Background: an optimization exercise with open tools, aiming at a short achievable clock period and few clock cycles. Do not read the settings as production practice.
Function was checked by simulation only, so behaviour that the tests miss may differ from the original.
Power and IR drop assume default switching activity.

`design/flow/config.mk`:
```
export PLATFORM = sky130hd
export DESIGN_NAME = rv_core
export DESIGN_NICKNAME = rv_core
export VERILOG_FILES = /design/flow/design.v
export SDC_FILE = /design/flow/constraint.sdc
export NUM_CORES = 4
export LEC_CHECK = 0
export CAP_MARGIN = 20
export CORE_MARGIN = 2
export CORE_UTILIZATION = 40
export SLEW_MARGIN = 20
```
`design/flow/constraint.sdc`:
```
create_clock -name core_clock -period 6.0 [get_ports {clk}]
set_input_delay 1.2000 -clock core_clock [delete_from_list [all_inputs] [get_ports {clk}]]
set_output_delay 1.2000 -clock core_clock [all_outputs]
set_load 0.01 [all_outputs]
```
`design/flow/design.v`:
```
`default_nettype none
package rv_pkg;
    localparam int xlen       = 32;   
    localparam int reg_addr_w = 5;    
    localparam logic [6:0] opc_itype = 7'b0010011;   
    localparam logic [6:0] opc_rtype = 7'b0110011;   
    localparam logic [6:0] opc_stype = 7'b0100011;   
    typedef logic [xlen-1:0]       word_t;
    typedef logic [reg_addr_w-1:0] reg_idx_t;
    localparam word_t pc_step = 32'd4;   
    typedef enum logic [3:0] {
        alu_add  = 4'd0,
        alu_sub  = 4'd1,
        alu_sll  = 4'd2,
        alu_slt  = 4'd3,
        alu_sltu = 4'd4,
        alu_xor  = 4'd5,
        alu_srl  = 4'd6,
        alu_sra  = 4'd7,
        alu_or   = 4'd8,
        alu_and  = 4'd9
    } alu_op_t;
    typedef struct packed {
        word_t    pc;        
        word_t    op_a;      
        word_t    op_b;      
        word_t    imm;       
        alu_op_t  alu_op;
        logic     use_imm;   
        logic     reg_wr;    
        logic     store;     
        reg_idx_t rd;        
    } id_ex_t;
    typedef struct packed {
        word_t    result;    
        word_t    wdata;     
        logic     reg_wr;
        logic     store;
        reg_idx_t rd;
    } ex_mem_t;
    typedef struct packed {
        word_t    result;
        logic     reg_wr;
        reg_idx_t rd;
    } mem_wb_t;
endpackage
`default_nettype wire
`default_nettype none
module fetch_pc (
    input  logic          clk,
    input  logic          rst_n,
    input  logic          stall,       
    output rv_pkg::word_t imem_addr,
    input  rv_pkg::word_t imem_insn,   
    output rv_pkg::word_t insn,
    output rv_pkg::word_t insn_pc
);
    rv_pkg::word_t pc;
    assign imem_addr = pc;   
    always_ff @(posedge clk or negedge rst_n) begin
        if (!rst_n) begin
            pc      <= '0;
            insn    <= '0;   
            insn_pc <= '0;
        end else if (!stall) begin
            pc      <= pc + rv_pkg::pc_step;
            insn    <= imem_insn;
            insn_pc <= pc;
        end
    end
endmodule
`default_nettype wire
`default_nettype none
module hazard_ctrl (
    input  rv_pkg::reg_idx_t rs1,
    input  rv_pkg::reg_idx_t rs2,
    input  logic             use_rs1,   
    input  logic             use_rs2,
    input  rv_pkg::reg_idx_t ex_rd,     
    input  rv_pkg::reg_idx_t mem_rd,    
    input  logic             ex_wr,
    input  logic             mem_wr,
    output logic             stall
);
    logic ex_hit;    
    logic mem_hit;   
    always_comb begin
        ex_hit  = ex_wr && (ex_rd != '0)
                  && ((use_rs1 && rs1 == ex_rd) || (use_rs2 && rs2 == ex_rd));
        mem_hit = mem_wr && (mem_rd != '0)
                  && ((use_rs1 && rs1 == mem_rd) || (use_rs2 && rs2 == mem_rd));
        stall   = ex_hit || mem_hit;
    end
endmodule
`default_nettype wire
`default_nettype none
module decode_unit (
    input  rv_pkg::word_t    insn,
    input  rv_pkg::word_t    insn_pc,
    output rv_pkg::reg_idx_t rs1,       
    output rv_pkg::reg_idx_t rs2,
    output logic             use_rs1,   
    output logic             use_rs2,
    input  rv_pkg::word_t    rd1,       
    input  rv_pkg::word_t    rd2,
    output rv_pkg::id_ex_t   id_ex
);
    logic [6:0]    opcode;
    logic [2:0]    funct3;
    logic          bit30;   
    rv_pkg::word_t imm_i;
    rv_pkg::word_t imm_s;
    function automatic rv_pkg::alu_op_t alu_sel(
        input logic [2:0] f3,
        input logic       b30,
        input logic       is_rtype
    );
        rv_pkg::alu_op_t op;
        case (f3)
            3'b000: begin
                if (is_rtype && b30) begin
                    op = rv_pkg::alu_sub;   
                end else begin
                    op = rv_pkg::alu_add;
                end
            end
            3'b001: op = rv_pkg::alu_sll;
            3'b010: op = rv_pkg::alu_slt;
            3'b011: op = rv_pkg::alu_sltu;
            3'b100: op = rv_pkg::alu_xor;
            3'b101: begin
                if (b30) begin
                    op = rv_pkg::alu_sra;   
                end else begin
                    op = rv_pkg::alu_srl;
                end
            end
            3'b110: op = rv_pkg::alu_or;
            default: op = rv_pkg::alu_and;
        endcase
        alu_sel = op;
    endfunction
    assign opcode = insn[6:0];
    assign funct3 = insn[14:12];
    assign bit30  = insn[30];
    assign rs1    = insn[19:15];
    assign rs2    = insn[24:20];
    assign imm_i = {{(rv_pkg::xlen-12){insn[31]}}, insn[31:20]};
    assign imm_s = {{(rv_pkg::xlen-12){insn[31]}}, insn[31:25], insn[11:7]};
    always_comb begin
        use_rs1 = 1'b0;
        use_rs2 = 1'b0;
        id_ex      = '0;   
        id_ex.pc   = insn_pc;
        id_ex.op_a = rd1;
        id_ex.op_b = rd2;
        case (opcode)
            rv_pkg::opc_itype: begin
                use_rs1        = 1'b1;
                id_ex.imm      = imm_i;
                id_ex.use_imm  = 1'b1;
                id_ex.alu_op   = alu_sel(funct3, bit30, 1'b0);
                id_ex.reg_wr   = 1'b1;
                id_ex.rd       = insn[11:7];
            end
            rv_pkg::opc_rtype: begin
                use_rs1        = 1'b1;
                use_rs2        = 1'b1;
                id_ex.alu_op   = alu_sel(funct3, bit30, 1'b1);
                id_ex.reg_wr   = 1'b1;
                id_ex.rd       = insn[11:7];
            end
            rv_pkg::opc_stype: begin
                use_rs1        = 1'b1;   
                use_rs2        = 1'b1;   
                id_ex.imm      = imm_s;
                id_ex.use_imm  = 1'b1;
                id_ex.alu_op   = rv_pkg::alu_add;   
                id_ex.store    = 1'b1;
            end
            default: begin
            end
        endcase
    end
endmodule
`default_nettype wire
`default_nettype none
module reg_file (
    input  logic             clk,
    input  logic             rst_n,
    input  rv_pkg::reg_idx_t raddr1,
    input  rv_pkg::reg_idx_t raddr2,
    output rv_pkg::word_t    rdata1,
    output rv_pkg::word_t    rdata2,
    input  logic             we,      
    input  rv_pkg::reg_idx_t waddr,
    input  rv_pkg::word_t    wdata
);
    rv_pkg::word_t regs [0:(1 << rv_pkg::reg_addr_w)-1];   
    always_ff @(posedge clk) begin
        if (we && waddr != '0) begin
            regs[waddr] <= wdata;
        end
    end
    always_comb begin
        if (raddr1 == '0) begin
            rdata1 = '0;
        end else if (we && waddr == raddr1) begin
            rdata1 = wdata;   
        end else begin
            rdata1 = regs[raddr1];
        end
        if (raddr2 == '0) begin
            rdata2 = '0;
        end else if (we && waddr == raddr2) begin
            rdata2 = wdata;
        end else begin
            rdata2 = regs[raddr2];
        end
    end
endmodule
`default_nettype wire
`default_nettype none
module alu (
    input  rv_pkg::alu_op_t op,
    input  rv_pkg::word_t   a,         
    input  rv_pkg::word_t   b,         
    input  rv_pkg::word_t   imm,
    input  logic            use_imm,   
    output rv_pkg::word_t   result
);
    rv_pkg::word_t opb;
    logic [4:0]    shamt;
    assign opb   = use_imm ? imm : b;
    assign shamt = opb[4:0];   
    always_comb begin
        case (op)
            rv_pkg::alu_add:  result = a + opb;
            rv_pkg::alu_sub:  result = a - opb;
            rv_pkg::alu_sll:  result = a << shamt;
            rv_pkg::alu_srl:  result = a >> shamt;
            rv_pkg::alu_sra:  result = $signed(a) >>> shamt;   
            rv_pkg::alu_xor:  result = a ^ opb;
            rv_pkg::alu_or:   result = a | opb;
            rv_pkg::alu_and:  result = a & opb;
            rv_pkg::alu_slt: begin
                result = {{(rv_pkg::xlen-1){1'b0}}, $signed(a) < $signed(opb)};
            end
            rv_pkg::alu_sltu: begin
                result = {{(rv_pkg::xlen-1){1'b0}}, a < opb};
            end
            default: result = '0;
        endcase
    end
endmodule
`default_nettype wire
`default_nettype none
module stage_reg #(
    parameter int width = 1
) (
    input  logic     clk,
    input  logic     rst_n,
    input  logic     en,       
    input  logic     bubble,   
    input  logic [width-1:0] d,
    output logic [width-1:0] q
);
    always_ff @(posedge clk or negedge rst_n) begin
        if (!rst_n) begin
            q <= '0;
        end else if (bubble) begin
            q <= '0;   
        end else if (en) begin
            q <= d;
        end
    end
endmodule
`default_nettype wire
`default_nettype none
module rv_core (
    input  logic          clk,
    input  logic          rst_n,
    output rv_pkg::word_t imem_addr,
    input  rv_pkg::word_t imem_insn,
    output rv_pkg::word_t dmem_addr,
    output rv_pkg::word_t dmem_wdata,
    output logic          dmem_wen
);
    rv_pkg::word_t    insn;
    rv_pkg::word_t    insn_pc;
    logic             stall;
    rv_pkg::reg_idx_t rs1;
    rv_pkg::reg_idx_t rs2;
    logic             use_rs1;
    logic             use_rs2;
    rv_pkg::word_t    rd1;
    rv_pkg::word_t    rd2;
    rv_pkg::word_t    alu_result;
    rv_pkg::id_ex_t  id_ex_d,  id_ex_q;
    rv_pkg::ex_mem_t ex_mem_d, ex_mem_q;
    rv_pkg::mem_wb_t mem_wb_d, mem_wb_q;
    fetch_pc u_fetch (
        .clk, .rst_n, .stall,
        .imem_addr, .imem_insn,
        .insn, .insn_pc
    );
    hazard_ctrl u_hazard (
        .rs1, .rs2, .use_rs1, .use_rs2,
        .ex_rd  (id_ex_q.rd),  .ex_wr  (id_ex_q.reg_wr),
        .mem_rd (ex_mem_q.rd), .mem_wr (ex_mem_q.reg_wr),
        .stall
    );
    decode_unit u_decode (
        .insn, .insn_pc, .rs1, .rs2, .use_rs1, .use_rs2,
        .rd1, .rd2, .id_ex (id_ex_d)
    );
    reg_file u_regs (
        .clk, .rst_n,
        .raddr1 (rs1), .raddr2 (rs2), .rdata1 (rd1), .rdata2 (rd2),
        .we     (mem_wb_q.reg_wr),   
        .waddr  (mem_wb_q.rd),
        .wdata  (mem_wb_q.result)
    );
    stage_reg #(.width($bits(id_ex_q))) u_id_ex (
        .clk, .rst_n, .en (!stall), .bubble (stall), .d (id_ex_d), .q (id_ex_q)
    );
    alu u_alu (
        .op (id_ex_q.alu_op), .a (id_ex_q.op_a), .b (id_ex_q.op_b),
        .imm (id_ex_q.imm), .use_imm (id_ex_q.use_imm), .result (alu_result)
    );
    assign ex_mem_d.result = alu_result;
    assign ex_mem_d.wdata  = id_ex_q.op_b;
    assign ex_mem_d.reg_wr = id_ex_q.reg_wr;
    assign ex_mem_d.store  = id_ex_q.store;
    assign ex_mem_d.rd     = id_ex_q.rd;
    stage_reg #(.width($bits(ex_mem_q))) u_ex_mem (
        .clk, .rst_n, .en (1'b1), .bubble (1'b0), .d (ex_mem_d), .q (ex_mem_q)
    );
    assign dmem_addr  = ex_mem_q.result;
    assign dmem_wdata = ex_mem_q.wdata;
    assign dmem_wen   = ex_mem_q.store;
    assign mem_wb_d.result = ex_mem_q.result;
    assign mem_wb_d.reg_wr = ex_mem_q.reg_wr;
    assign mem_wb_d.rd     = ex_mem_q.rd;
    stage_reg #(.width($bits(mem_wb_q))) u_mem_wb (
        .clk, .rst_n, .en (1'b1), .bubble (1'b0), .d (mem_wb_d), .q (mem_wb_q)
    );
endmodule
`default_nettype wire
```
`design/flow/run.sh`:
```
#!/bin/bash
# synth_recipe.tcl (not shown) runs the flow's synth.tcl, then flattens the netlist and writes it again
# the make line also repeats each setting of config.mk as NAME=value (left out here)
make -C /OpenROAD-flow-scripts/flow DESIGN_CONFIG=/design/flow/config.mk WORK_HOME=/design/flow/orfs CLKGATE_MAP_FILE= SYNTH_SCRIPT=/design/flow/synth_recipe.tcl finish
```
==> metrics.yaml <==
grt:
  grt_start_max_net_pins: 115
  grt_first_pass_wirelength_um: 299500
  grt_pass1_vias: 39860
  grt_usage: 0.2556
  grt_overflow: 0
  antenna_found_initial: 17
critical_path:
  cpPeakStageDelay_ns: 0.71
  slowest_stage: "a211oi_1"
  path_class: "reg -> reg"
  path_common_cell: "o21ai_0"
  r2r_cells: 12
  arrival_ns: 6.05
  crit_chain: "inv_1 > a21oi_1 > ha_1 > or4_1 > or3_1 > a211oi_1 > o21ai_0 > nand3_1 > a221oi_2 > o21ai_0 > nor4b_1 > o221ai_1"
  critPathMaxFanout: 21
  worstSetupEndpointType: "register"
  crit_required_ns: 6.63
  crit_path_start_kind: "register"
synthesis:
  synth_area_leaders: "edfxtp_1 47%, mux4_2 23%, dfrtp_1 10%"
  ys.flop_type: "edfxtp_1"
  synth.distinct_cells: 90
  synth-seq-area-share: 0.5733
  synth_top_family_by_area: "multiplexers"
  syn_inst: 3968
  ys_seq_elements: 1283
  synth_xor_area_frac: 0.009307
  synth_edf_count: 1024
  synth-simple-area-share: 0.04226
  synth_mux_area_frac: 0.2645
  yosys_warnings: 8
  synth-async-reset-ratio: 0.2019
  synth_top_cell_by_area: "edfxtp_1"
  avgSynthCellArea_um2: 16.36
  synth_area_um2: 64940
  synth_compound_area_frac: 0.05933
  yosysTopAreaCellShare: 0.4735
  synth-adder-area-share: 0.01969
timing:
  fin_crit_sh: 0.9038
  setup_viol: 0
  fin_setup_tns_ns: 0
  hold_viol: 0
  setup_ws_ns: 0.5774
  worstMarginPinSlew_ns: 1.163
  timing.fmax_mhz: 184.4
  hold_slack_ns: 0.3532
  rsz0062_at_grt: "no"
  finalMaxSlewViolations: 0
  finalCriticalPeriod_ns: 5.423
  relSlewSlack: 0.2192
  skew_ns: 0.04370
clock_tree:
  cts_setup_buffers: 0
  clock_sinks: 1283
  cts_resized: 0
  cts.path.max_buffers: 3
  cts.htree.levels: 4
  cts_root_buf: "clkbuf_16"
  worstSkewPairLatency_ns: 0.81
  numCtsBuffers: 141
  tritoncts: "yes"
  clkSlewWorstSetupHoldPaths_ns: 0.07
  cts_hold_buf: 0
die:
  rows: 147
  initial_core_util: 0.4035
  die_area_um2: 165600
  die_y_um: 406.9
  fp.dieW_um: 406.9
  core_um2: 160900
  ios: 131
cells_and_area:
  fin_area_um2: 73180
  nets: 4147
  final_util: 0.4547
  drive_above_1_share: 0.2638
  area_growth_pct: 12.70
routing:
  route.detailed.drc: 0
  wl_per_cell_um: 33.38
  postRouteAntennaNets: 0
  finalWirelength_um: 210200
  first_iter_violations: 5134
  vias: 39950
  via_per_inst: 6.345
  firstDrtPassIters: 6
placement:
  dp_slack_ns: 0.7930
  gp_congestion: 0.9547
  port_buffers: 128
  dp_hpwl_um: 133400
  place_area_um2: 68630
pwr:
  cellLeakagePower_uw: 0.02473
  power_density_nw_per_um2: 338.5
  peakVddDrop_v: 0.0002639
run:
  max-cap-violations: 0
hold_path:
  hp-class: "reg -> reg"
  hold_depth: 0
run_status:
  status: "no timing/DRC/antenna violations"
## cells by family (layout without fill, tap and decap cells)
group | count (synthesis) | in the layout
AOI/OAI and AO/OA | 572 | 572
muxes | 871 | 871
buffers and inverters | 460 | 583
adders and majority gates | 101 | 101
xor gates and xnor gates | 69 | 69
and+or+nand+nor | 611 | 611
DFF | 1283 | 1283
other | 1 | 46
## report_power, final
part / total, uW / switching, uW / internal (uW) / leakage [uW]
logic: 3800 / 2190 / 1610 / 0.0102
registers: 12500 / 1520 / 11000 / 0.0123
clock network: 8500 / 3670 / 4830 / 0.00216
total: 24800 / 7380 / 17400 / 0.0247
## final timing paths
check                              from          endpoint  slack (ns)
max                        u_id_ex.q[7]    u_ex_mem.q[39]        0.58
min                        u_id_ex.q[5]     u_ex_mem.q[5]        0.35
max reg2reg                u_id_ex.q[7]    u_ex_mem.q[39]        0.58
min reg2reg                u_id_ex.q[5]     u_ex_mem.q[5]        0.35
max in group asynchronous         rst_n  u_fetch.insn[16]        4.06
min in group asynchronous         rst_n    u_fetch.pc[12]        0.37
## worst max-delay path, delay by kind of cell (launching register included)
kind / cells / cell delay, ns
DFF: 1 / 0.43
adders and majority gates: 1 / 0.48
AOI/OAI and AO/OA: 6 / 1.80
buffers and inverters: 1 / 0.56
and+or+nand+nor: 4 / 1.95
## cell type report
class | instances | area [um^2]
Clock buffer | 188 | 3836
Tap cell | 2160 | 2703
Inverter | 105 | 396.6
Sequential cell | 1283 | 37290
Timing Repair Buffer | 223 | 2165
Multi-Input combinational cell | 2258 | 26130
Antenna cell | 12 | 30.03
Fill cell | 13800 | 87750
Clock inverter | 67 | 636.9
## cells in the final DEF, fill, tap and decap left out, types with 98 or more instances in the layout
cell and instances:
clkbuf_16 142, o21ai_0 98, mux2i_1 168, a21oi_1 133, nor2_1 220, mux4_2 663, edfxtp_1 1024, dfrtp_1 234
ha_1 99, nand2_1 167, inv_1 100, clkdlybuf4s50_1 127
## state kept, by name (all words and copies together), names as in the netlist
signal        count
u_id_ex.q        88
u_fetch.insn     32
u_mem_wb.q       38
u_fetch.pc       30
u_regs.regs    1024
u_ex_mem.q       71
## Yosys cell counts (12+ instances only)
library cell	number
o221ai_1	18
nor2b_1	19
a31oi_1	18
ha_1	99
a221o_1	15
nand3_1	46
nor3_1	22
nor2_1	251
and2_1	20
mux4_2	663
clkbuf_1	182
o211ai_1	34
xnor2_1	46
mux2i_1	170
dfrtp_1	259
xor2_1	23
nand4_1	12
buf_1	74
a21o_1	16
a221oi_1	24
buf_2	25
nor4_1	13
o21ai_0	98
inv_1	100
a21oi_1	134
mux2_2	29
o22ai_1	24
nand2_1	168
a211oi_1	87
buf_4	71
edfxtp_1	1024
## routing by layer
layer  up-vias  global-route usage  share of wire
li1      16200                   -              -
met1     21190              0.3523           0.40
met2      2163              0.4013           0.47
met3       389             0.05215          0.091
met4         6             0.09571          0.037
met5         -                   0        0.00017
## stage by stage
stage	power (uW)	cells
after global routing	25650	6285
after detailed placement	16360	6027
final	24770	6296
after global placement	16350	6025
after CTS	24850	6282
after floorplan	14370	4001
Testbench counts, summed over its fixed seeds: cycles 4,363.

-- port drivers added, routing unchanged --
The flow's constraints put no driver on any port. The routed layout listed below was extracted and timed again, unchanged, in two steps. Step 1: set_driving_cell puts a clkbuf_16 on clk and a buf_2 on each other input, an assumption about the parent block. Step 2 also shifts input and output timing later by t, the mid clock arrival at the registers, as if the neighbouring blocks saw the same clock. Three values: ideal, step 1, step 2; two values: the first two.
t (ns): 0.871
slack for setup (ns): 0.577 / 0.577 / 0.577
worst slew at a driven data input, ns: 0.09
After both steps setup and hold are still met in this run. For this run, drivers alone change the setup slack by 0.000 ns; drivers and shift together by 0.000 ns.
